Background: an optimization exercise with open tools, aiming at small area, a short achievable clock period and few clock cycles per item. Do not read the settings as production practice. The RTL was checked by simulation tests, not by an equivalence proof against the original design. Power figures rest on the tool's default switching activity, not on a simulated workload.

==> inputs of 06-10 <==
==> flow/design.v <==
package data_mem_sized_pkg;
   localparam int WORD = 64;
   localparam logic [1:0] SZ_B = 2'b00;
   localparam logic [1:0] SZ_H = 2'b01;
   localparam logic [1:0] SZ_W = 2'b10;
   localparam logic [1:0] SZ_D = 2'b11;
endpackage
module dmem_store_lanes
(
   input  logic [1:0]      size,
   input  logic [2:0]      offset,
   input  logic [data_mem_sized_pkg::WORD-1:0] wdata,
   output logic            misaligned,
   output logic [7:0]      lane_en,
   output logic [data_mem_sized_pkg::WORD-1:0] lane_data
);
   always_comb begin
      case (size)
         data_mem_sized_pkg::SZ_B: misaligned = 1'b0;
         data_mem_sized_pkg::SZ_H: misaligned = offset[0];
         data_mem_sized_pkg::SZ_W: misaligned = |offset[1:0];
         default:                  misaligned = |offset;
      endcase
   end
   always_comb begin
      for (int k = 0; k < 8; k++) begin
         case (size)
            data_mem_sized_pkg::SZ_B: begin
               lane_data[8*k +: 8] = wdata[7:0];
               lane_en[k]          = (3'(k) == offset);
            end
            data_mem_sized_pkg::SZ_H: begin
               lane_data[8*k +: 8] = wdata[8*(k%2) +: 8];
               lane_en[k]          = (2'(k/2) == offset[2:1]);
            end
            data_mem_sized_pkg::SZ_W: begin
               lane_data[8*k +: 8] = wdata[8*(k%4) +: 8];
               lane_en[k]          = (1'(k/4) == offset[2]);
            end
            default: begin
               lane_data[8*k +: 8] = wdata[8*k +: 8];
               lane_en[k]          = 1'b1;
            end
         endcase
      end
   end
endmodule
module dmem_load_align
(
   input  logic [1:0]      size,
   input  logic            sign_ext,
   input  logic [2:0]      offset,
   input  logic [data_mem_sized_pkg::WORD-1:0] mem_word,
   output logic [data_mem_sized_pkg::WORD-1:0] load_data
);
   logic [7:0] b0, b1;
   logic [15:0] b23;
   logic       ext;
   always_comb begin
      b0  = mem_word[8*offset +: 8];
      b1  = mem_word[8*{offset[2:1], 1'b1} +: 8];
      b23 = mem_word[16*{offset[2], 1'b1} +: 16];
      case (size)
         data_mem_sized_pkg::SZ_B: ext = sign_ext & b0[7];
         data_mem_sized_pkg::SZ_H: ext = sign_ext & b1[7];
         data_mem_sized_pkg::SZ_W: ext = sign_ext & b23[15];
         default:                  ext = 1'b0;
      endcase
      load_data[7:0]   = b0;
      load_data[15:8]  = (size == data_mem_sized_pkg::SZ_B) ? {8{ext}} : b1;
      load_data[31:16] = (size[1] == 1'b0) ? {16{ext}} : b23;
      load_data[63:32] = (size == data_mem_sized_pkg::SZ_D) ? mem_word[63:32] : {32{ext}};
   end
endmodule
module data_mem_sized
#(
   parameter int WIDTH   = 64,
   parameter int DEPTH   = 32,
   parameter int LATENCY = 0
) (
   input  logic             im_clk,
   input  logic             im_rst_n,
   input  logic             req_valid,
   output logic             req_ready,
   input  logic             req_write,
   input  logic [1:0]       req_size,
   input  logic             req_signed,
   input  logic [WIDTH-1:0] req_addr,
   input  logic [WIDTH-1:0] req_wdata,
   output logic             resp_valid,
   output logic [WIDTH-1:0] resp_rdata,
   output logic             resp_fault
);
   localparam int AW = $clog2(DEPTH);
   logic             v1_q;
   logic             flt1_q;
   logic             ld1_q;
   logic [1:0]       sz1_q;
   logic             sg1_q;
   logic [2:0]       off1_q;
   logic [DEPTH-1:0] sel1_n_q;     
   logic [7:0]       lane1_n_q;    
   logic [WIDTH-1:0] wd1_q;
   logic             v2_q;
   logic             flt2_q;
   logic             ld2_q;
   logic [1:0]       sz2_q;
   logic             sg2_q;
   logic [2:0]       off2_q;
   logic [WIDTH-1:0] raw2_q;
   logic             v3_q;
   logic             flt3_q;
   logic [WIDTH-1:0] rd3_q;
   logic [WIDTH-1:0] mem_q [DEPTH];
   logic             mis0;
   logic             flt0;
   logic [DEPTH-1:0] dec0;
   logic [7:0]       lane_en0;
   logic [WIDTH-1:0] lane_data0;
   logic [WIDTH-1:0] raw1;
   logic [WIDTH-1:0] load_data2;
   assign req_ready  = 1'b1;
   assign resp_valid = v3_q;
   assign resp_rdata = rd3_q;
   assign resp_fault = flt3_q;
   dmem_store_lanes u_store (
      .size       (req_size),
      .offset     (req_addr[2:0]),
      .wdata      (req_wdata),
      .misaligned (mis0),
      .lane_en    (lane_en0),
      .lane_data  (lane_data0)
   );
   assign flt0 = (|req_addr[WIDTH-1:AW+3]) | mis0;
   always_comb begin
      for (int w = 0; w < DEPTH; w++) begin
         dec0[w] = (req_addr[AW+2:3] == AW'(w));
      end
   end
   always_ff @(posedge im_clk or negedge im_rst_n) begin
      if (!im_rst_n) begin
         v1_q      <= 1'b0;
         lane1_n_q <= '1;
      end else begin
         v1_q      <= req_valid;
         lane1_n_q <= (req_valid && req_write && !flt0) ? ~lane_en0 : 8'hFF;
      end
   end
   always_ff @(posedge im_clk) begin
      flt1_q  <= flt0;
      ld1_q   <= !req_write && !flt0;
      sz1_q   <= req_size;
      sg1_q   <= req_signed;
      off1_q  <= req_addr[2:0];
      sel1_n_q <= ~dec0;
      wd1_q   <= lane_data0;
   end
   always_ff @(posedge im_clk) begin
      for (int w = 0; w < DEPTH; w++) begin
         for (int k = 0; k < 8; k++) begin
            if (!sel1_n_q[w] && !lane1_n_q[k]) begin
               mem_q[w][8*k +: 8] <= wd1_q[8*k +: 8];
            end
         end
      end
   end
   always_comb begin
      raw1 = '1;
      for (int w = 0; w < DEPTH; w++) begin
         raw1 = raw1 & ({WIDTH{sel1_n_q[w]}} | mem_q[w]);
      end
   end
   always_ff @(posedge im_clk or negedge im_rst_n) begin
      if (!im_rst_n) begin
         v2_q <= 1'b0;
      end else begin
         v2_q <= v1_q;
      end
   end
   always_ff @(posedge im_clk) begin
      flt2_q <= flt1_q;
      ld2_q  <= ld1_q;
      sz2_q  <= sz1_q;
      sg2_q  <= sg1_q;
      off2_q <= off1_q;
      raw2_q <= raw1;
   end
   dmem_load_align u_load (
      .size      (sz2_q),
      .sign_ext  (sg2_q),
      .offset    (off2_q),
      .mem_word  (raw2_q),
      .load_data (load_data2)
   );
   always_ff @(posedge im_clk or negedge im_rst_n) begin
      if (!im_rst_n) begin
         v3_q <= 1'b0;
      end else begin
         v3_q <= v2_q;
      end
   end
   always_ff @(posedge im_clk) begin
      flt3_q <= flt2_q;
      rd3_q  <= ld2_q ? load_data2 : '0;
   end
endmodule
==> flow/flow/run.sh <==
#!/bin/bash
# The standard layout, with the port buffers made of plain buffers rather than
# delay cells, and gate sizing not held to the original cell footprints.
set -euo pipefail
bash standard.sh 'BUFFER_PORTS_ARGS=-buffer_cell sky130_fd_sc_hd__buf_2' MATCH_CELL_FOOTPRINT=0 finish > standard.log 2>&1
==> flow/standard.sh <==
#!/bin/bash
# synth_recipe.tcl (not shown) runs the flow's synth.tcl, then flattens the netlist and writes it again
# the make line also repeats each setting of config.mk as NAME=value (left out here)
make -C /OpenROAD-flow-scripts/flow DESIGN_CONFIG=/design/flow/config.mk WORK_HOME=/design/flow/orfs CLKGATE_MAP_FILE= SYNTH_SCRIPT=/design/flow/synth_recipe.tcl "${@:-finish}"
==> flow/config.mk <==
export PLATFORM = sky130hd
export DESIGN_NAME = data_mem_sized
export DESIGN_NICKNAME = data_mem_sized
export VERILOG_FILES = /design/flow/design.v
export SDC_FILE = /design/flow/constraint.sdc
export NUM_CORES = 4
export LEC_CHECK = 0
export CAP_MARGIN = 20
export CORE_MARGIN = 2
export CORE_UTILIZATION = 70
export CTS_CLUSTER_DIAMETER = 100
export CTS_CLUSTER_SIZE = 30
export SETUP_SLACK_MARGIN = 3.4
export SLEW_MARGIN = 20
==> flow/constraint.sdc <==
create_clock -name core_clock -period 5.5 [get_ports {im_clk}]
set_input_delay 1.1000 -clock core_clock [delete_from_list [all_inputs] [get_ports {im_clk}]]
set_output_delay 1.1000 -clock core_clock [all_outputs]
set_load 0.01 [all_outputs]
==> 01-20 (differences from 06-10) <==
==> flow/run.sh (new file) <==
#!/bin/bash
# synth_recipe.tcl (not shown) runs the flow's synth.tcl, then flattens the netlist and writes it again
# the make line also repeats each setting of config.mk as NAME=value (left out here)
make -C /OpenROAD-flow-scripts/flow DESIGN_CONFIG=/design/flow/config.mk WORK_HOME=/design/flow/orfs CLKGATE_MAP_FILE= SYNTH_SCRIPT=/design/flow/synth_recipe.tcl finish
--- a/flow/config.mk
+++ b/flow/config.mk
@@ -9,6 +9,6 @@
 export CORE_MARGIN = 2
-export CORE_UTILIZATION = 70
-export CTS_CLUSTER_DIAMETER = 100
+export CORE_UTILIZATION = 40
+export CTS_CLUSTER_DIAMETER = 60
 export CTS_CLUSTER_SIZE = 30
-export SETUP_SLACK_MARGIN = 3.4
+export SETUP_SLACK_MARGIN = 3.2
 export SLEW_MARGIN = 20
removed: flow/flow/run.sh
removed: flow/standard.sh
==> comparison table <==
                                                          01-20       06-10
Plain + repair buffers                                      364         339
Result of the run                      timing/DRC/antenna clean  timing/DRC/antenna clean
Max Clk Rate                                            414 MHz     423 MHz
Lkg Pwr                                                 27.9 nW     26.7 nW
Internal power summed over all cells                    25.0 mW     22.7 mW
First-pass GRT wire length                           381,000 µm  352,000 µm
Switching Power                                         7.64 mW     6.38 mW
Part of the cycle the worst path needs                    0.439       0.430
Via count                                                50,100      50,100
Worst setup skew after layout                           40.7 ps     27.9 ps
Net count reported at finish                              5,337       5,261
DP Wirelength                                        169,000 µm  157,000 µm
Number of inserted filler cells in the final layout      17,200       6,591
Testbench counts of 06-10, summed over its fixed seeds: cycles 16,024, items 16,000.
Testbench counts of 01-20, summed over its fixed seeds: cycles 16,024, items 16,000.

## what the ideal ports hide
No port has a modelled driver above. Below, the same layouts with a new extraction and two added sets of constraints.
Step 1 sets driving cells, clkbuf_16 on the clock port and buf_2 on the other inputs (assumed; they add their load-dependent delay and slew).
Step 2 also shifts input and output timing later by t, the mid clock arrival at the registers, as if the neighbouring blocks saw the same clock.
Three values: no drivers, after step 1, after step 2; two values: the first two.
| run | t (ns) | setup WS [ns] | worst setup path after step 2 | latest minus earliest clock arrival (ns) | worst register clock-pin slew, ns |
|---|---|---|---|---|---|
| 06-10 | 0.807 | 3.134 / 3.054 / 2.699 | input to register | 0.032 / 0.032 | 0.12 / 0.12 |
| 01-20 | 0.893 | 3.083 / 3.000 / 2.464 | input to register | 0.043 / 0.044 | 0.11 / 0.11 |
After both steps setup and hold are still met in every run listed. For 01-20, which loses most, drivers alone change the setup slack by -0.083 ns; drivers and shift together by -0.619 ns.
